Background: an optimization exercise with open tools, aiming at small area, a short achievable clock period and few clock cycles per item. Do not read the settings as production practice. At most, simulation tests tie the RTL to the original design; equivalence was not proved. No driver is modelled on the clock port, so clocking that relies on it looks cheaper here than on a real chip. Power and IR drop assume default switching activity.

rev 12:
==> module alpha_compositor, before the edit <==
module alpha_compositor
(
	input logic clk,
	input logic reset,
	input logic src_valid,
	output logic src_ready,
	input blend_pkg::pixel_addr_t src_addr,
	input blend_pkg::channel_t src_r,
	input blend_pkg::channel_t src_g,
	input blend_pkg::channel_t src_b,
	input blend_pkg::channel_t src_a,
	input logic src_last,
	output logic wb_cyc,
	output logic wb_stb,
	output logic wb_we,
	output blend_pkg::pixel_addr_t wb_adr,
	output blend_pkg::rgb_t wb_dat_w,
	input blend_pkg::rgb_t wb_dat_r,
	input logic wb_ack,
	output logic frame_done
);
	logic busy;
	logic wlast;        
	logic bv;
	logic [23:0] b_s;
	logic [7:0] b_a;
	logic [23:0] b_d;
	logic [11:0] b_addr;
	logic b_last;
	logic [2:0] k1;     
	logic s1v;
	logic [15:0] s1n0;
	logic [15:0] s1n1;
	logic rdy;          
	logic hz;           
	logic rd_ack;
	logic wr_ack;
	logic free;
	logic wb_free;
	logic pv;
	logic b_done;
	logic issue_r;
	logic issue_w;
	logic load_b;
	logic s1_take;
	logic s1_load;
	logic [7:0] ch_s;
	logic [7:0] ch_d;
	logic [15:0] ch_n0;
	logic [15:0] ch_n1;
	logic [7:0] ch_q;
	assign wb_cyc = busy;
	assign wb_stb = busy;
	assign src_ready = rdy;
	assign rd_ack = busy && !wb_we && wb_ack;
	assign wr_ack = busy && wb_we && wb_ack;
	assign free = !busy || wr_ack;
	assign wb_free = !(busy && wb_we) || wb_ack;
	assign pv = src_valid && !rdy;
	assign b_done = bv && (k1 == 3'd0);
	assign issue_r = free && pv;
	assign issue_w = (rd_ack && bv) || (free && !pv && b_done);
	assign load_b = rd_ack && !hz;
	assign s1_take = s1v && wb_free;
	assign s1_load = (k1 != 3'd0) && (!s1v || s1_take);
	assign ch_s = b_s[23:16];
	assign ch_d = b_d[23:16];
	alpha_blend_sum sum_u (.s(ch_s), .d(ch_d), .a(b_a), .n0(ch_n0), .n1(ch_n1));
	alpha_blend_div div_u (.n0(s1n0), .n1(s1n1), .q(ch_q));
	always_ff @(posedge clk)
	begin
		if (!reset)
		begin
			busy <= 1'b0;
			bv <= 1'b0;
			k1 <= 3'd0;
			s1v <= 1'b0;
			rdy <= 1'b0;
			hz <= 1'b0;
			frame_done <= 1'b0;
		end
		else
		begin
			frame_done <= wr_ack && wlast;
			rdy <= load_b;
			hz <= bv && (src_addr == b_addr);
			if (issue_r || issue_w)
				busy <= 1'b1;
			else if (wb_ack)
				busy <= 1'b0;
			if (load_b)
				bv <= 1'b1;
			else if (issue_w)
				bv <= 1'b0;
			if (load_b)
				k1 <= 3'b001;
			else if (s1_load)
				k1 <= {k1[1:0], 1'b0};
			if (s1_load)
				s1v <= 1'b1;
			else if (s1_take)
				s1v <= 1'b0;
		end
	end
	always_ff @(posedge clk)
	begin
		if (issue_r)
		begin
			wb_we <= 1'b0;
			wb_adr <= src_addr;
		end
		else if (issue_w)
		begin
			wb_we <= 1'b1;
			wb_adr <= b_addr;
			wlast <= b_last;
		end
		if (rd_ack)
			b_d <= wb_dat_r;
		else if (s1_load)
			b_d[23:8] <= b_d[15:0];
		if (load_b)
		begin
			b_s <= {src_r, src_g, src_b};
			b_a <= src_a;
			b_addr <= src_addr;
			b_last <= src_last;
		end
		else if (s1_load)
			b_s[23:8] <= b_s[15:0];
		if (s1_load)
		begin
			s1n0 <= ch_n0;
			s1n1 <= ch_n1;
		end
		if (s1_take && k1[1])
			wb_dat_w[23:16] <= ch_q;
		if (s1_take && k1[2])
			wb_dat_w[15:8] <= ch_q;
		if (s1_take && k1 == 3'd0)
			wb_dat_w[7:0] <= ch_q;
	end
endmodule
export LEC_CHECK = 0
export CAP_MARGIN = 20
export CORE_MARGIN = 2
export CORE_UTILIZATION = 50
export CTS_BUF_LIST = sky130_fd_sc_hd__clkbuf_4 sky130_fd_sc_hd__clkbuf_8
export SETUP_SLACK_MARGIN = 5
export SLEW_MARGIN = 20
export TNS_END_PERCENT = 0
create_clock -name core_clock -period 8.0 [get_ports {clk}]
standard.sh (not shown) runs the stock make flow with config.mk's settings and CLKGATE_MAP_FILE= SYNTH_SCRIPT=/design/flow/synth_recipe.tcl, a recipe that flattens the netlist after the stock synthesis.
==> flow/flow/run.sh <==
#!/bin/bash
# Standard layout, with three changes to how it is made:
#  - the port buffers the standard flow's flow inserts are made from the smallest plain
#    buffer; repair still resizes any that timing needs;
#  - CTS adds no dummy loads to balance its leaf buffers;
#  - after CTS, one more setup repair pass on the worst path
#    (flow/post_cts.tcl).
set -euo pipefail
export BUFFER_PORTS_ARGS="-buffer_cell sky130_fd_sc_hd__buf_1"
export POST_CTS_TCL="$PWD/flow/post_cts.tcl"
export CTS_ARGS="-sink_clustering_enable -repair_clock_nets -dont_use_dummy_load -buf_list {sky130_fd_sc_hd__clkbuf_4 sky130_fd_sc_hd__clkbuf_8}"
bash standard.sh > standard_flow.log 2>&1
==> flow/flow/post_cts.tcl <==
puts "post_cts: worst setup slack before [worst_slack -max]"
repair_timing -setup -setup_margin 5.6 -repair_tns 0 -verbose
detailed_placement
check_placement -verbose
puts "post_cts: worst setup slack after [worst_slack -max]"
Testbench counts of rev 12, summed over its fixed seeds: cycles 34,519, pixels 5,905.
## Diff of input files: rev 13 against rev 12
==> flow/design.v, changed modules only <==
module alpha_compositor
(
	input logic clk,
	input logic reset,
	input logic src_valid,
	output logic src_ready,
	input blend_pkg::pixel_addr_t src_addr,
	input blend_pkg::channel_t src_r,
	input blend_pkg::channel_t src_g,
	input blend_pkg::channel_t src_b,
	input blend_pkg::channel_t src_a,
	input logic src_last,
	output logic wb_cyc,
	output logic wb_stb,
	output logic wb_we,
	output blend_pkg::pixel_addr_t wb_adr,
	output blend_pkg::rgb_t wb_dat_w,
	input blend_pkg::rgb_t wb_dat_r,
	input logic wb_ack,
	output logic frame_done
);
	logic busy;
	logic wlast;        
	logic bv;
	logic [23:0] b_s;
	logic [7:0] b_a;
	logic [23:0] b_d;
	logic [11:0] b_addr;
	logic b_last;
	logic [2:0] k1;     
	logic s1v;
	logic [15:0] s1n0;
	logic [15:0] s1n1;
	logic rdy;          
	logic rd_ack;
	logic wr_ack;
	logic free;
	logic wb_free;
	logic pv;
	logic b_done;
	logic barrier;
	logic issue_r;
	logic issue_w;
	logic load_b;
	logic s1_take;
	logic s1_load;
	logic [7:0] ch_s;
	logic [7:0] ch_d;
	logic [15:0] ch_n0;
	logic [15:0] ch_n1;
	logic [7:0] ch_q;
	assign wb_cyc = busy;
	assign wb_stb = busy;
	assign src_ready = rdy;
	assign rd_ack = busy && !wb_we && wb_ack;
	assign wr_ack = busy && wb_we && wb_ack;
	assign free = !busy || wr_ack;
	assign wb_free = !(busy && wb_we) || wb_ack;
	assign pv = src_valid && !rdy;
	assign b_done = bv && (k1 == 3'd0);
	assign barrier = bv && b_last;   
	assign issue_r = free && pv && !barrier;
	assign issue_w = (rd_ack && bv) || (free && (!pv || barrier) && b_done);
	assign load_b = rd_ack;
	assign s1_take = s1v && wb_free;
	assign s1_load = (k1 != 3'd0) && (!s1v || s1_take);
	assign ch_s = b_s[23:16];
	assign ch_d = b_d[23:16];
	alpha_blend_sum sum_u (.s(ch_s), .d(ch_d), .a(b_a), .n0(ch_n0), .n1(ch_n1));
	alpha_blend_div div_u (.n0(s1n0), .n1(s1n1), .q(ch_q));
	always_ff @(posedge clk)
	begin
		if (!reset)
		begin
			busy <= 1'b0;
			bv <= 1'b0;
			k1 <= 3'd0;
			s1v <= 1'b0;
			rdy <= 1'b0;
			frame_done <= 1'b0;
		end
		else
		begin
			frame_done <= wr_ack && wlast;
			rdy <= load_b;
			if (issue_r || issue_w)
				busy <= 1'b1;
			else if (wb_ack)
				busy <= 1'b0;
			if (load_b)
				bv <= 1'b1;
			else if (issue_w)
				bv <= 1'b0;
			if (load_b)
				k1 <= 3'b001;
			else if (s1_load)
				k1 <= {k1[1:0], 1'b0};
			if (s1_load)
				s1v <= 1'b1;
			else if (s1_take)
				s1v <= 1'b0;
		end
	end
	always_ff @(posedge clk)
	begin
		if (issue_r)
		begin
			wb_we <= 1'b0;
			wb_adr <= src_addr;
		end
		else if (issue_w)
		begin
			wb_we <= 1'b1;
			wb_adr <= b_addr;
			wlast <= b_last;
		end
		if (rd_ack)
			b_d <= wb_dat_r;
		else if (s1_load)
			b_d[23:8] <= b_d[15:0];
		if (load_b)
		begin
			b_s <= {src_r, src_g, src_b};
			b_a <= src_a;
			b_addr <= src_addr;
			b_last <= src_last;
		end
		else if (s1_load)
			b_s[23:8] <= b_s[15:0];
		if (s1_load)
		begin
			s1n0 <= ch_n0;
			s1n1 <= ch_n1;
		end
		if (s1_take && k1[1])
			wb_dat_w[23:16] <= ch_q;
		if (s1_take && k1[2])
			wb_dat_w[15:8] <= ch_q;
		if (s1_take && k1 == 3'd0)
			wb_dat_w[7:0] <= ch_q;
	end
endmodule
## What came out
- Slowest library cell on the worst path = sky130_fd_sc_hd__edfxtp_1: rev 12; slowest library cell on the worst path = sky130_fd_sc_hd__fa_1: rev 13
- Summary — share of power burned in combinational logic, rev 13 relative to rev 12: higher, by 6.3 points.
- Compared with rev 12, in rev 13 clock skew rose 15 ps, post-synthesis instance area went down.
- Per the comparison of rev 13 with rev 12, multiplexer share of the synthesized area up 2.4 points; area growth from synthesis to final layout decreased 0.69 points.
The RTL of rev 13 was laid out without a check of its function.

==> port drivers added, routing unchanged <==
No port has a modelled driver above. Below, the same layouts with a new extraction and two added sets of constraints.
Step 1, drivers: a clkbuf_16 drives clk and a buf_2 each remaining input, both assumed.
Step 2 also shifts input and output timing later by t, the mid clock arrival at the registers, as if the neighbouring blocks saw the same clock.
Three values: ideal, step 1, step 2; two values: the first two.
| run | shift t [ns] | setup slack, ns | clock arrival spread, ns | worst register clock-pin slew, ns | worst slew at a driven data input, ns |
|---|---|---|---|---|---|
| rev 12 | 0.455 | 4.947 / 4.947 / 4.564 | 0.025 / 0.024 | 0.08 / 0.08 | 0.05 |
| rev 13 | 0.456 | 4.898 / 4.898 / 4.489 | 0.038 / 0.039 | 0.09 / 0.09 | 0.05 |
After both steps setup and hold are still met in every run listed. For rev 13, which loses most, drivers alone change the setup slack by 0.000 ns; drivers and shift together by -0.409 ns.
